This is an optimization exercise on Yosys and OpenROAD, whose aim is small area, not a production implementation.
The RTL of this run was laid out without a check of its function.
Power figures rest on the tool's default switching activity, not on a simulated workload.

===== flow/constraint.sdc =====
create_clock -name core_clock -period 10.0 [get_ports {clock}]
set_input_delay 2.0000 -clock core_clock [delete_from_list [all_inputs] [get_ports {clock}]]
set_output_delay 2.0000 -clock core_clock [all_outputs]
set_load 0.01 [all_outputs]

===== flow/standard.sh =====
#!/bin/bash
# synth_recipe.tcl (not shown) runs the flow's synth.tcl, then flattens the netlist and writes it again
# the make line also repeats each setting of config.mk as NAME=value (left out here)
make -C /OpenROAD-flow-scripts/flow DESIGN_CONFIG=/design/flow/config.mk WORK_HOME=/design/flow/orfs CLKGATE_MAP_FILE= SYNTH_SCRIPT=/design/flow/synth_recipe.tcl "${@:-finish}"

===== flow/config.mk =====
export PLATFORM = sky130hd
export DESIGN_NAME = filtro_fir_eq
export DESIGN_NICKNAME = filtro_fir_eq
export VERILOG_FILES = /design/flow/design.v
export SDC_FILE = /design/flow/constraint.sdc
export NUM_CORES = 4
export LEC_CHECK = 0
export CAP_MARGIN = 20
export CORE_MARGIN = 2
export CORE_UTILIZATION = 75
export SLEW_MARGIN = 20

===== flow/design.v =====
package eq_pkg;
  localparam int SAMPLE_W = 12;
  localparam int COEF_W   = 16;
  localparam int FRAC     = COEF_W - 1;
  localparam int TAPS_DEF = 16;
  localparam int ACC_W    = SAMPLE_W + 5;
endpackage
import eq_pkg::*;
module fir_mac (
  input  logic                       clock,
  input  logic                       i_run,    
  input  logic                       i_hold,   
  input  logic                       i_sh,     
  input  logic                       i_neg,    
  input  logic                       i_rnd,    
  input  logic                       i_cbit,   
  input  logic signed [SAMPLE_W-1:0] i_x,
  output logic        [SAMPLE_W-1:0] o_y
);
  logic signed [ACC_W-1:0] r_acc;
  logic signed [ACC_W-1:0] w_base;
  logic signed [ACC_W-1:0] w_add;
  logic                    w_cin;
  logic                    w_shift;
  logic                    w_ovf;
  logic        [SAMPLE_W-1:0] w_y;
  assign w_shift = i_run ? i_sh : !i_hold;
  assign w_base  = w_shift ? {r_acc[ACC_W-1] & i_run, r_acc[ACC_W-1:1]} : r_acc;
  logic        [SAMPLE_W-1:0] w_xs;
  assign w_xs    = (i_neg ? ~i_x : i_x) & {SAMPLE_W{i_run && i_cbit}};
  assign w_add   = {{(ACC_W-SAMPLE_W){w_xs[SAMPLE_W-1]}}, w_xs};
  assign w_cin   = i_run && ((i_cbit && i_neg) || i_rnd);
  logic [ACC_W:0]   w_c;
  logic [ACC_W-1:0] w_sum;
  assign w_c[0] = w_cin;
  for (genvar i = 0; i < ACC_W; i++) begin : g_fa
    assign w_sum[i]  = w_base[i] ^ w_add[i] ^ w_c[i];
    assign w_c[i+1]  = (w_base[i] & w_add[i]) | (w_c[i] & (w_base[i] ^ w_add[i]));
  end
  always_ff @(posedge clock)
    r_acc <= w_sum;
  assign w_ovf = (r_acc[ACC_W-1:SAMPLE_W-1] != '0) && (r_acc[ACC_W-1:SAMPLE_W-1] != '1);
  assign w_y = w_ovf ? {r_acc[ACC_W-1], {(SAMPLE_W-1){!r_acc[ACC_W-1]}}}
                     : r_acc[SAMPLE_W-1:0];
  assign o_y = {~w_y[SAMPLE_W-1], w_y[SAMPLE_W-2:0]};
endmodule
import eq_pkg::*;
module filtro_fir_eq #(
  parameter int TAPS = TAPS_DEF
) (
  input  logic                       clock,
  input  logic                       reset,
  input  logic signed [SAMPLE_W-1:0] sample_in,
  input  logic                       sample_valid,
  input  logic                       coef_we,
  input  logic [$clog2(TAPS)-1:0]    coef_addr,
  input  logic signed [COEF_W-1:0]   coef_data,
  output logic [SAMPLE_W-1:0]        dac_out_data,
  output logic                       dac_out_valid,
  input  logic                       dac_out_ready,
  output logic                       busy,
  output logic                       overrun,
  output logic                       coef_err
);
  localparam int NC = TAPS * COEF_W;     
  localparam int NS = TAPS * SAMPLE_W;   
  logic [NC-1:0]       r_cr;       
  logic [NS-1:0]       r_sr;       
  logic [COEF_W-1:0]   r_wb;       
  logic [3:0]          r_wa;       
  logic [7:0]          r_p;        
  logic [3:0]          r_k;        
  logic                r_sh;       
  logic                r_scrub, r_comp, r_valid, r_clr, r_pend, r_wact;
  logic                r_overrun, r_coef_err;
  logic                w_idle, w_win, w_open, w_take, w_write, w_end;
  logic                w_lo, w_gt;
  logic [3:0]          w_qh;
  logic                w_ins;
  logic                w_cin_bit;
  logic                w_dflt;
  logic [SAMPLE_W-1:0] w_x, w_new;
  logic [15:0]         w_tail;
  assign w_idle  = !(r_scrub || r_comp || r_valid || r_clr || r_pend);
  assign w_lo    = (r_p[3:0] == r_k);
  assign w_win   = w_lo && (r_p[7:4] == 4'hF);
  assign w_open  = w_idle && w_win;
  assign w_take  = w_open && sample_valid;
  assign w_write = w_open && coef_we;
  assign w_end   = r_comp && w_win;
  assign w_gt    = (r_p[3:0] > r_k);
  assign w_qh    = r_p[7:4] + {3'b000, w_gt};
  assign w_tail    = r_cr[NC-1 -: 16];
  assign w_cin_bit = w_tail[r_k];
  assign w_dflt    = (r_p[3:0] == 4'hF) && (r_p[7:4] != 4'hF);
  assign w_ins     = r_wact && (r_p[3:0] == ~r_wa);
  assign w_x   = r_sr[NS-1 -: SAMPLE_W];
  assign w_new = w_take ? sample_in : (r_scrub ? '0 : w_x);
  always_ff @(posedge clock) begin
    r_cr <= {r_cr[NC-2:0], r_scrub ? w_dflt : (w_ins ? r_wb[r_p[7:4]] : r_cr[NC-1])};
    r_sr <= {r_sr[NS-SAMPLE_W-1:0], w_new};
    if (!r_pend) begin
      r_wb <= coef_data;
      r_wa <= coef_addr;
    end
  end
  always_ff @(posedge clock or posedge reset) begin
    if (reset) begin
      r_p        <= '0;
      r_k        <= 4'h0;
      r_sh       <= 1'b0;
      r_scrub    <= 1'b1;
      r_comp     <= 1'b0;
      r_valid    <= 1'b0;
      r_clr      <= 1'b0;
      r_pend     <= 1'b0;
      r_wact     <= 1'b0;
      r_overrun  <= 1'b0;
      r_coef_err <= 1'b0;
    end else begin
      r_p        <= r_p + 8'd1;
      r_sh       <= w_lo;
      r_overrun  <= sample_valid && !w_open;
      r_coef_err <= coef_we && !w_open;
      if (r_p == 8'hFF) r_scrub <= 1'b0;
      if (w_take) r_comp <= 1'b1;
      if (w_end) begin
        r_comp  <= 1'b0;
        r_valid <= 1'b1;
        r_k     <= r_k + 4'd1;
      end
      if (r_valid && dac_out_ready) begin
        r_valid <= 1'b0;
        r_clr   <= 1'b1;
      end
      if (r_clr && r_p[7:4] == 4'h0) r_clr <= 1'b0;
      if (w_write) r_pend <= 1'b1;
      if (r_p == 8'hFF) begin
        if (r_wact) begin
          r_wact <= 1'b0;
          r_pend <= 1'b0;
        end else if (r_pend || w_write) begin
          r_wact <= 1'b1;
        end
      end
    end
  end
  fir_mac u_mac (
    .clock  (clock),
    .i_run  (r_comp),
    .i_hold (r_valid),
    .i_sh   (r_sh),
    .i_neg  (w_qh == 4'hF),
    .i_rnd  (r_sh && w_qh == 4'hE),
    .i_cbit (w_cin_bit),
    .i_x    (w_x),
    .o_y    (dac_out_data)
  );
  assign dac_out_valid = r_valid;
  assign busy          = !w_open && !reset;
  assign overrun       = r_overrun;
  assign coef_err      = r_coef_err;
endmodule

===== flow/flow/run.sh =====
#!/bin/bash
# Standard ORFS flow (the standard.sh) with smaller port buffers and a
# clock tree without dummy loads. ORFS writes each step's log under orfs/logs.
set -e
bash standard.sh BUFFER_PORTS_ARGS="-inputs -outputs -buffer_cell sky130_fd_sc_hd__buf_1" \
  CTS_ARGS="-sink_clustering_enable -repair_clock_nets -buf_list sky130_fd_sc_hd__clkbuf_4 -sink_clustering_size 12 -sink_clustering_max_diameter 40 -dont_use_dummy_load" \
  finish > standard.log 2>&1

==> summary.txt <==
Placed design
  – Weighted congestion reported at the end of routability-driven placement: 0.791
  – Port Buffers: 52
  – Setup WS pre-CTS: 1.90 ns
  – Half-perimeter wire length of the detailed placement result: 10.9 mm

Pwr
  – Maximum vdd drop: 189 µV
  – Design internal power: 2.27 mW
  – Pwr dens: 213 mW/mm²
  – Leak: 5.38 nW
  – Power dissipated by switching net loads: 0.546 mW
  – Clock power frac: 27.1%
  – Power share of the combinational group: 0.4%
  – Proportion of total power due to net switching: 19.4%
  – Share of total power in sequential cells: 72.4%

Critical path
  – Most used cell along the critical path: fa_1
  – Crit path kind: reg2reg
  – Largest incremental delay on the critical path: 0.47 ns
  – Slowest stage cell, crit path: dfrtp_1
  – Signal arrival time at the worst endpoint: 8.64 ns
  – Required time of the worst setup path: 10.50 ns
  – CP Launch Type: register
  – Critical path buffer and inverter count: 4
  – Cell type group with the largest total delay on the critical path: adder cells
  – Max FO, Critical Path: 11
  – Capturing element type of the critical path: register

Detailed routing
  – Number of nets with antenna violations after detailed routing: 0
  – Pre-antenna DRT Iters: 4
  – DRC violation count after routing: 0
  – Final wirelength: 16.8 mm
  – Iter 0 DRT Violations: 194
  – Via-per-instance ratio: 4.89
  – Wire length per cell: 15.9 µm
  – Via count: 5189

Flow run
  – Max-capacitance violation count: 0

Timing
  – Shortest period the worst path allows: 8.14 ns
  – Number of pins with negative max-slew slack in the final report: 0
  – Worst slew margin: 46.1%
  – Worst Max-Slew Pin Slew: 0.807 ns
  – Final Setup Violations: 0
  – Final number of hold-violating endpoints: 0
  – Maximum clock rate: 123 MHz
  – Setup skew after layout: 0.0724 ns
  – Share of the cycle needed by the critical path after routing: 81.4%
  – Setup total negative slack: 0 ns
  – Setup repair after global routing missed its margin: no
  – Final worst slack: 1.86 ns

Clock network
  – Clock insertion delay at the later pin of the skew report: 0.68 ns
  – Maximum buffer depth of the clock tree: 3
  – Clock-pin transition on the worst setup and hold timing paths: 0.11 ns
  – TritonCTS clock tree: built
  – Clock sink count: 506
  – Number of levels the H-tree was split into: 2
  – Hold-fix buffers, CTS: 0
  – Number of buffers added for setup after CTS: 0
  – Clk Tree Root Cell: clkbuf_4
  – Number of cells upsized or downsized after cts: 0
  – Cts bufs inserted: 49

Global route
  – Initial antenna violation count: 1
  – Maximum number of pins on one net before global-route repair: 22
  – GRT Residual Overflow: 0
  – Vias in the first global route: 5695
  – First-pass GRT wire length: 28.4 mm
  – Global-route usage over all layers: 20.7%

Yosys
  – Total of flip-flops plus latches after synthesis: 506
  – Total number of yosys warnings: 2
  – Cells after Synth: 749
  – Syn avg cell area: 16.6 µm²
  – Top post-synthesis cells by area: dfxtp_1, edfxtp_1, dfrtp_1
  – Library cell with the largest summed area after synthesis: dfxtp_1
  – Ys async rst share: 4.15%
  – Post-synthesis sequential area ratio: 84.1%
  – Number of synthesized flops with an enable pin: 20
  – Syn Nets: 810
  – Flip-flop cell with the highest count after synthesis: dfxtp_1
  – Top cell type's share of synthesized area: 75.0%
  – Summed instance area of the synthesized netlist: 0.0124 mm²
  – Count of unique library cells instantiated by Yosys: 46

Layout
  – Utilization of the core after routing: 80.7%
  – Filler cells: 859
  – Final-stage net count: 903
  – Commonest non-fill, non-tap cells in the layout: dfxtp_1, buf_1, clkbuf_4, nand2_1
  – Area delta synth->final: 6.30%
  – Most common library cell in the layout ignoring fill and taps: dfxtp_1
  – Proportion of layout cells with a drive suffix above 1: 9.64%

Floorplan
  – Count of boundary I/O pins: 53
  – Core Footprint: 0.0163 mm²
  – Die area: 0.0176 mm²
  – Effective utilization at floorplan: 75.9%
  – Vertical die dimension: 133 µm
  – Placement Rows: 47
  – Die width: 133 µm

Outcome
  – Status: complete, no violations

Worst hold path
  – Path category of the worst min-delay check: reg2reg
==> path summary, 6_finish.rpt <==
kind,slack (ns),cells past startpoint,endpoint,from
max,1.86,33,u_mac.r_acc[16]$_DFF_P_,r_k[2]$_DFFE_PP0P_
min,0.31,0,r_sr[71]$_DFF_P_,r_sr[59]$_DFF_P_
max reg2reg,1.86,33,u_mac.r_acc[16]$_DFF_P_,r_k[2]$_DFFE_PP0P_
min reg2reg,0.31,0,r_sr[71]$_DFF_P_,r_sr[59]$_DFF_P_
max in group asynchronous,7.98,2,r_comp$_DFFE_PP0P_,reset
min in group asynchronous,1.48,2,r_wact$_DFFE_PP0N_,reset
==> logic make-up (layout without fill, tap and decap cells) <==
family                   count (synthesis)  after routing  share of synthesized area, %
AND/OR/NAND/NOR                         96             96                          4.02
multiplexers                            34             34                          3.60
AO/OA/AOI/OAI                           35             35                          1.95
XOR/XNOR                                26             26                          1.84
flip-flops                             506            506                          84.1
adder cells (fa/ha/maj)                 24             24                          3.39
other                                    0              1                             0
buffers and inverters                   28            119                          1.08
==> area by class of cell <==
class	instances	area (µm²)	area share, %
Timing Repair Buffer	54	210	1.59
Clock buffer	49	368	2.79
Tap cell	220	275	2.09
Inverter	16	60.1	0.455
Sequential cell	506	10400	79.1
Antenna cell	1	2.50	0.0190
Multi-Input combinational cell	215	1840	13.9
==> synth_stat cells (2+ instances only) <==
library cell	count
a211oi_1	2
a21boi_0	2
a21o_1	10
a21oi_1	6
buf_2	5
buf_4	4
clkbuf_1	2
dfrtp_1	20
dfxtp_1	465
edfxtp_1	20
fa_1	16
ha_1	8
inv_1	16
mux2_2	19
mux2i_1	9
mux4_1	2
mux4_2	4
nand2_1	35
nand3_1	7
nand3b_1	14
nand4_1	4
nor2_1	20
nor2b_1	5
o21ai_0	7
o22ai_1	2
xnor2_1	20
xor2_1	6
==> metrics by stage <==
step | power, mW | instance area (µm²) | std cells | hold WS [ns]
4_1_cts | 2.83 | 13200 | 1060 | 0.299
5_1_grt | 2.91 | 13200 | 1061 | 0.279
6_report | 2.81 | 13200 | 1061 | 0.308
3_3_place_gp | 2.10 | 12800 | 1011 | 0.310
2_1_floorplan | 2.09 | 12400 | 749 | 0.310
3_5_place_dp | 2.10 | 12800 | 1011 | 0.312
==> power groups by stage <==
stage	combinational (mW)	sequential [mW]	clock [mW]
detailed placement	0.0123	2.08	0
global placement	0.0117	2.08	0
CTS	0.0123	2.04	0.784
finish	0.0121	2.04	0.764
global route	0.0135	2.04	0.854
floorplan	0.00450	2.08	0
==> registers in the layout (all words and copies together), names as in the netlist <==
signal,flops
r_wb,16
r_pend,1
r_k,4
r_wact,1
r_sr,192
r_overrun,1
r_valid,1
r_comp,1
r_wa,4
r_p,8
r_clr,1
r_scrub,1
r_coef_err,1
u_mac.r_acc,17
r_sh,1
r_cr,256
==> metal layers <==
layer	global-route usage (%)	vias to the layer above	wire length, µm
li1	-	2599	-
met1	28.0	2429	7670
met2	32.8	119	7910
met3	4.98	42	770
met4	8.60	0	466
met5	0	-	0

separate check: timing with driven ports:
How much do the figures lean on ideal ports? The routed layout below was timed once more, with nothing changed but the port constraints. Step 1, drivers: a clkbuf_16 drives clock and a buf_2 each remaining input, both assumed. Step 2 times the ports against the registers' clock, not the clock port: input delays grow and output delays shrink by t, the midpoint of the rising clock arrivals with the driver on. a / b / c = no drivers / after step 1 / after step 2; a / b = the first two.
t (ns): 0.681
setup WS [ns]: 1.865 / 1.865 / 1.865
clock arrival spread, ns: 0.079 / 0.078
worst slew at a driven data input, ns: 0.05
pins driven straight from the clock port: 1
After both steps setup and hold are still met in this run. The setup slack of this run moves by 0.000 ns with the drivers and by 0.000 ns with both steps.
